Context: an optimization exercise on an open-source flow, tuned for small area, a short achievable clock period and few clock cycles. The choices shown serve that exercise and are no tape-out recipe.
Only simulation tests tie the RTL to the original design; equivalence was not proved.

==> design/flow/design.v <==
package aes_pkg;
    localparam int NR = 10;
    localparam logic [7:0] RCON_INIT = 8'h01;
    function automatic logic [7:0] xtime(input logic [7:0] b);
        xtime = {b[6:0], 1'b0} ^ (b[7] ? 8'h1b : 8'h00);
    endfunction
endpackage
module aes_sbox (
    input  logic [7:0] a,
    output logic [7:0] s
);
  logic U0,U1,U2,U3,U4,U5,U6,U7;
  logic T1,T2,T3,T4,T5,T6,T7,T8,T9,T10,T11,T12,T13,T14,T15,T16,T17,T18,T19,T20,T21,T22,T23,T24,T25,T26,T27;
  logic M1,M2,M3,M4,M5,M6,M7,M8,M9,M10,M11,M12,M13,M14,M15,M16,M17,M18,M19,M20,M21,M22,M23,M24,M25,M26,M27,M28,M29,M30,M31,M32,M33,M34,M35,M36,M37,M38,M39,M40,M41,M42,M43,M44,M45,M46,M47,M48,M49,M50,M51,M52,M53,M54,M55,M56,M57,M58,M59,M60,M61,M62,M63;
  logic L0,L1,L2,L3,L4,L5,L6,L7,L8,L9,L10,L11,L12,L13,L14,L15,L16,L17,L18,L19,L20,L21,L22,L23,L24,L25,L26,L27,L28,L29;
  assign {U0,U1,U2,U3,U4,U5,U6,U7} = a;
  assign T1 = U0 ^ U3;
  assign T2 = U0 ^ U5;
  assign T3 = U0 ^ U6;
  assign T4 = U3 ^ U5;
  assign T5 = U4 ^ U6;
  assign T6 = T1 ^ T5;
  assign T7 = U1 ^ U2;
  assign T8 = U7 ^ T6;
  assign T9 = U7 ^ T7;
  assign T10 = T6 ^ T7;
  assign T11 = U1 ^ U5;
  assign T12 = U2 ^ U5;
  assign T13 = T3 ^ T4;
  assign T14 = T6 ^ T11;
  assign T15 = T5 ^ T11;
  assign T16 = T5 ^ T12;
  assign T17 = T9 ^ T16;
  assign T18 = U3 ^ U7;
  assign T19 = T7 ^ T18;
  assign T20 = T1 ^ T19;
  assign T21 = U6 ^ U7;
  assign T22 = T7 ^ T21;
  assign T23 = T2 ^ T22;
  assign T24 = T2 ^ T10;
  assign T25 = T20 ^ T17;
  assign T26 = T3 ^ T16;
  assign T27 = T1 ^ T12;
  assign M1 = T13 & T6;
  assign M2 = T23 & T8;
  assign M3 = T14 ^ M1;
  assign M4 = T19 & U7;
  assign M5 = M4 ^ M1;
  assign M6 = T3 & T16;
  assign M7 = T22 & T9;
  assign M8 = T26 ^ M6;
  assign M9 = T20 & T17;
  assign M10 = M9 ^ M6;
  assign M11 = T1 & T15;
  assign M12 = T4 & T27;
  assign M13 = M12 ^ M11;
  assign M14 = T2 & T10;
  assign M15 = M14 ^ M11;
  assign M16 = M3 ^ M2;
  assign M17 = M5 ^ T24;
  assign M18 = M8 ^ M7;
  assign M19 = M10 ^ M15;
  assign M20 = M16 ^ M13;
  assign M21 = M17 ^ M15;
  assign M22 = M18 ^ M13;
  assign M23 = M19 ^ T25;
  assign M24 = M22 ^ M23;
  assign M25 = M22 & M20;
  assign M26 = M21 ^ M25;
  assign M27 = M20 ^ M21;
  assign M28 = M23 ^ M25;
  assign M29 = M28 & M27;
  assign M30 = M26 & M24;
  assign M31 = M20 & M23;
  assign M32 = M27 & M31;
  assign M33 = M27 ^ M25;
  assign M34 = M21 & M22;
  assign M35 = M24 & M34;
  assign M36 = M24 ^ M25;
  assign M37 = M21 ^ M29;
  assign M38 = M32 ^ M33;
  assign M39 = M23 ^ M30;
  assign M40 = M35 ^ M36;
  assign M41 = M38 ^ M40;
  assign M42 = M37 ^ M39;
  assign M43 = M37 ^ M38;
  assign M44 = M39 ^ M40;
  assign M45 = M42 ^ M41;
  assign M46 = M44 & T6;
  assign M47 = M40 & T8;
  assign M48 = M39 & U7;
  assign M49 = M43 & T16;
  assign M50 = M38 & T9;
  assign M51 = M37 & T17;
  assign M52 = M42 & T15;
  assign M53 = M45 & T27;
  assign M54 = M41 & T10;
  assign M55 = M44 & T13;
  assign M56 = M40 & T23;
  assign M57 = M39 & T19;
  assign M58 = M43 & T3;
  assign M59 = M38 & T22;
  assign M60 = M37 & T20;
  assign M61 = M42 & T1;
  assign M62 = M45 & T4;
  assign M63 = M41 & T2;
  assign L0 = M61 ^ M62;
  assign L1 = M50 ^ M56;
  assign L2 = M46 ^ M48;
  assign L3 = M47 ^ M55;
  assign L4 = M54 ^ M58;
  assign L5 = M49 ^ M61;
  assign L6 = M62 ^ L5;
  assign L7 = M46 ^ L3;
  assign L8 = M51 ^ M59;
  assign L9 = M52 ^ M53;
  assign L10 = M53 ^ L4;
  assign L11 = M60 ^ L2;
  assign L12 = M48 ^ M51;
  assign L13 = M50 ^ L0;
  assign L14 = M52 ^ M61;
  assign L15 = M55 ^ L1;
  assign L16 = M56 ^ L0;
  assign L17 = M57 ^ L1;
  assign L18 = M58 ^ L8;
  assign L19 = M63 ^ L4;
  assign L20 = L0 ^ L1;
  assign L21 = L1 ^ L7;
  assign L22 = L3 ^ L12;
  assign L23 = L18 ^ L2;
  assign L24 = L15 ^ L9;
  assign L25 = L6 ^ L10;
  assign L26 = L7 ^ L9;
  assign L27 = L8 ^ L10;
  assign L28 = L11 ^ L14;
  assign L29 = L11 ^ L17;
  assign s = {L6 ^ L24, ~(L16 ^ L26), ~(L19 ^ L28), L6 ^ L21, L20 ^ L22, L25 ^ L29, ~(L13 ^ L27), ~(L6 ^ L23)};
endmodule
module aes_key_round (
    input  logic [31:0] w_m4,     
    input  logic [31:0] w_m1,     
    input  logic [7:0]  rcon,
    output logic [31:0] w_new     
);
    logic [31:0] rot;
    logic [31:0] sub;
    assign rot = {w_m1[23:0], w_m1[31:24]};
    for (genvar i = 0; i < 4; i++) begin : g_sbox
        aes_sbox u_sbox (
            .a (rot[8*i +: 8]),
            .s (sub[8*i +: 8])
        );
    end
    assign w_new = w_m4 ^ sub ^ {rcon, 24'h000000};
endmodule
module aes_key_sched_ctrl #(
    parameter int NR = aes_pkg::NR
) (
    input  logic         clk,
    input  logic         rst_n,
    input  logic         key_valid,
    input  logic [127:0] key_in,
    output logic         key_ready,
    output logic         busy,
    output logic         keys_valid,
    input  logic [3:0]   rd_idx,
    output logic [127:0] rd_key
);
    localparam int NSTEP = NR / 2;       
    logic        busy_q;
    logic        kv_q;
    logic [2:0]  step;
    logic        accept;
    logic [31:0] w [0:13];
    logic [31:0] ka, kb, kc, kd;
    logic [7:0]  rc0, rc1;
    logic [31:0] n0, n1;
    assign key_ready  = ~busy_q;
    assign busy       = busy_q;
    assign keys_valid = kv_q;
    assign accept     = key_valid & ~busy_q;
    always_ff @(posedge clk or negedge rst_n) begin
        if (!rst_n) begin
            busy_q <= 1'b0;
            kv_q   <= 1'b0;
            step   <= '0;
        end else if (accept) begin
            busy_q <= 1'b1;
            kv_q   <= 1'b0;
            step   <= '0;
        end else if (busy_q) begin
            step <= step + 3'd1;
            if (step == 3'(NSTEP - 1)) begin
                busy_q <= 1'b0;
                kv_q   <= 1'b1;
            end
        end
    end
    always_comb begin
        case (step)
            3'd0:    begin rc0 = 8'h01; rc1 = 8'h02; end
            3'd1:    begin rc0 = 8'h04; rc1 = 8'h08; end
            3'd2:    begin rc0 = 8'h10; rc1 = 8'h20; end
            3'd3:    begin rc0 = 8'h40; rc1 = 8'h80; end
            default: begin rc0 = 8'h1b; rc1 = 8'h36; end
        endcase
    end
    aes_key_round u_round0 (.w_m4(w[10]), .w_m1(w[13]), .rcon(rc0), .w_new(n0));
    aes_key_round u_round1 (.w_m4(w[11]), .w_m1(n0),    .rcon(rc1), .w_new(n1));
    assign ka = key_in[127:96];
    assign kb = key_in[95:64];
    assign kc = key_in[63:32];
    assign kd = key_in[31:0];
    always_ff @(posedge clk) begin
        if (accept || busy_q) begin
            for (int k = 0; k < 10; k++) w[k] <= w[k+2];
        end
        if (accept) begin
            w[10] <= ka ^ kb ^ kc ^ kd;
            w[11] <= kd ^ kb;
            w[12] <= kd ^ kc;
            w[13] <= kd;
        end else if (busy_q) begin
            w[10] <= w[12];
            w[11] <= w[13];
            w[12] <= n0;
            w[13] <= n1;
        end
    end
    logic [31:0] m0, m1, m2, m3;
    always_comb begin
        m0 = '0;
        m1 = '0;
        m2 = '0;
        m3 = '0;
        for (int r = 0; r <= NR; r++) begin
            if (rd_idx == 4'(r)) begin
                m0 = w[r];
                m1 = w[r+1];
                m2 = w[r+2];
                m3 = w[r+3];
            end
        end
    end
    always_ff @(posedge clk) begin
        rd_key <= {m3 ^ m2 ^ m1 ^ m0, m3 ^ m1, m3 ^ m2, m3};
    end
endmodule
==> design/flow/run.sh <==
#!/bin/bash
# synth_recipe.tcl (not shown) runs the flow's synth.tcl, then flattens the netlist and writes it again
# the make line also repeats each setting of config.mk as NAME=value (left out here)
make -C /OpenROAD-flow-scripts/flow DESIGN_CONFIG=/design/flow/config.mk WORK_HOME=/design/flow/orfs CLKGATE_MAP_FILE= SYNTH_SCRIPT=/design/flow/synth_recipe.tcl finish
==> design/flow/config.mk <==
export PLATFORM = sky130hd
export DESIGN_NAME = aes_key_sched_ctrl
export DESIGN_NICKNAME = aes_key_sched_ctrl
export VERILOG_FILES = /design/flow/design.v
export SDC_FILE = /design/flow/constraint.sdc
export NUM_CORES = 4
export LEC_CHECK = 0
export CAP_MARGIN = 20
export CORE_MARGIN = 2
export CORE_UTILIZATION = 40
export SLEW_MARGIN = 20
==> design/flow/constraint.sdc <==
create_clock -name core_clock -period 28.0 [get_ports {clk}]
set_input_delay 5.6000 -clock core_clock [delete_from_list [all_inputs] [get_ports {clk}]]
set_output_delay 5.6000 -clock core_clock [all_outputs]
set_load 0.01 [all_outputs]
==> flow_metrics.tcl <==
set metrics [dict create \
    status "finished clean" \
    grt_start_max_net_pins 177 \
    initial_core_util_pct 40.40 \
    drtAntennaViolNets 0 \
    numCtsBuffers 68 \
    post_cts_resized 0 \
    h-tree-depth 3 \
    drc 0 \
    vias 38340 \
    grt_first_pass_wirelength_um 228600 \
    yosys.area.top_type "edfxtp_1" \
    clock_latency_ns 0.65 \
    ys_ff_latch 581 \
    yosysUniqueCellTypes 114 \
    antenna_found_initial 5 \
    wire_per_inst_um 25.88 \
    rows 120 \
    finalSetupTns_ns 0 \
    crit_top_cell "xnor3_1" \
    period_needed_ns 10.51 \
    synth-seq-area-share_pct 37.27 \
    dp_hpwl_um 107800 \
    regArea_um2 16140 \
    clock-sinks 581 \
    die_w_um 333.0 \
    grt-ovfl-total 0 \
    synth_flop_cell "edfxtp_1" \
    yosysTopAreaCellShare_pct 31.07 \
    area_delta_synth_final_pct 14.14 \
    slew_headroom_pct 26.39 \
    crit_fanout 20 \
    drive_gt1_share_pct 6.844 \
    post_cts_buffers 0 \
    multiInputGateArea_um2 25840 \
    clk_pin_slew_worst_paths_ns 0.06 \
    fillers 10100 \
    cts.path.max_buffers 3 \
    drv_slew 0 \
    synthCells 4414 \
    setup_viol 0 \
    track_usage_pct 26.68 \
    globalplace.congestion 0.9531 \
    crit_type "reg2reg" \
    final_hold_viol_count 0 \
    cp.arrival_ns 10.85 \
    port_buffers 265 \
    hp-class "reg2reg" \
    slowest_stage "xnor3_1" \
    cts_tree "done" \
    ctsHoldBuffers 0 \
    wirelength_um 154300 \
    cts-root-buf "clkbuf_16" \
    grt_pass1_vias 34630 \
    ys_warn_count 3 \
    maxCapViolations 0 \
    drt_iter0_drc 5557 \
    drt-pass1-iter-count 11 \
    avgViaCountPerCell 6.429 \
    fp.coreArea_um2 107200 \
    synthTopCellsByArea "edfxtp_1 31%, xnor2_1 11%, dfxtp_1 5.9%" \
    crit_required_ns 28.34 \
    fmax_ghz 0.09519 \
    cpPeakStageDelay_ns 0.79 \
    synth.cell_area_um2 43310 \
    rsz0062_at_grt "false" \
    nNetsFinal 4660 \
    crit_path_end_kind "register" \
    fp.dieH_um 333.0 \
    finClkSkew_ns 0.03193 \
    synth_nets 4570 \
    synth-async-reset-ratio_pct 0.8606 \
    fin_util_pct 46.11 \
    die_area_um2 110900 \
    worst_pin_slew_ns 1.100 \
    min_period_over_period_pct 37.52 \
    synth-edff-count 448 \
    io_pins 266 \
    start_kind "register" \
    synth_area_per_cell_um2 9.811 \
]
[metal layers]
layer | routed length [µm] | track usage (%) | vias up
met4 | 4906 | 8.540 | 0
met5 | 0 | 0 | -
li1 | - | - | 17010
met3 | 19050 | 7.285 | 252
met1 | 65290 | 38.48 | 18670
met2 | 65070 | 38.43 | 2399
[cells in the final DEF, fill, tap and decap left out, types with 89 or more instances in the layout]
cell type	Yosys	routed
a21oi_1	289	289
a221oi_1	145	145
a222oi_1	89	89
a22o_1	120	120
a22oi_1	203	203
clkdlybuf4s50_1	0	265
dfxtp_1	128	128
edfxtp_1	448	448
nand2_1	258	253
nand3_1	108	107
nor2_1	381	376
o21ai_0	191	191
xnor2_1	543	537
xor2_1	201	201
[path summary, 6_finish.rpt]
kind                           start         to  slack, ns  cells after the start
setup / recovery           w[13][25]  w[13][10]      17.49                     29
setup reg to reg           w[13][25]  w[13][10]      17.49                     29
max in group asynchronous      rst_n    step[0]      22.63                      1
hold / removal              w[2][17]   w[0][17]       0.51                      0
hold reg to reg             w[2][17]   w[0][17]       0.51                      0
min in group asynchronous      rst_n       kv_q       5.18                      1
[state kept, by name (all words and copies together), names as in the netlist]
| signal | count |
|---|---|
| busy_q | 1 |
| w | 448 |
| rd_key | 128 |
| kv_q | 1 |
| step | 3 |
[final cells by class]
class	instances	area share, %
clock buffers	99	3.969
multi-input cells	3475	52.27
repair buffers	336	6.596
flip-flops and latches	581	32.65
diodes	1	0.005063
clock inverters	26	0.6227
well taps	1403	3.551
inverters	42	0.3341
[through the flow]
step	cells	cell area, µm²	worst slack (ns)	hold WS (ns)
6_report	5963	49430	17.49	0.5128
5_1_grt	5962	49430	16.89	0.5254
4_1_cts	5962	49400	17.46	0.5166
3_5_place_dp	5837	47140	17.49	0.4983
3_3_place_gp	5837	47140	17.54	0.5016
2_1_floorplan	4414	43310	12.90	0.4244
[synth_stat cells (all sizes together) (29+ instances only)]
master	n
xnor2	565
edfxtp	448
nor2	383
a21oi	290
nand2	259
clkbuf	213
xor2	213
a22oi	203
o21ai	203
a221oi	146
dfxtp	128
a22o	120
nand3	108
buf	103
a222oi	89
nor3	88
xnor3	82
a31oi	76
and3	48
a211oi	47
mux2i	47
nand4	43
inv	41
o22ai	31
o211ai	30
and2	29
[critical path: cells and delay by family (launching register included)]
family / cells / cell delay, ns
buffers and inverters: 2 / 0.36
flip-flops: 1 / 0.35
XOR/XNOR: 15 / 6.36
AND/OR/NAND/NOR: 5 / 1.75
adder cells (fa/ha/maj): 2 / 0.61
AO/OA/AOI/OAI: 5 / 0.74
[cell families after synthesis]
family,count (synthesis),share of synthesized area [%]
DFF,581,37.27
buffers and inverters,358,3.412
xor gates and xnor gates,876,21.76
AOI/OAI and AO/OA,1423,23.62
muxes,60,1.450
and+or+nand+nor,1094,11.86
adders and majority gates,22,0.6299
Testbench counts, summed over its fixed seeds: cycles 3,088.

## re-timing with driven ports
In the flow no input, the clock included, has a driving cell. The finished layout below was timed again as built, in two steps.
Step 1 assumes that a clkbuf_16 drives the clock port and a buf_2 every other input.
Step 2, shift: input delay + t, output delay - t, t = (earliest + latest rising clock arrival at the registers) / 2. This alone moves slack from input paths to output paths.
a / b / c = ideal ports / drivers / drivers and shift; a / b = the first two.
t (ns): 0.699
setup WS [ns]: 17.495 / 17.495 / 17.495
worst setup path at the end: register to register
After both steps setup and hold are still met in this run. The setup slack of this run moves by 0.000 ns with the drivers and by 0.000 ns with both steps.
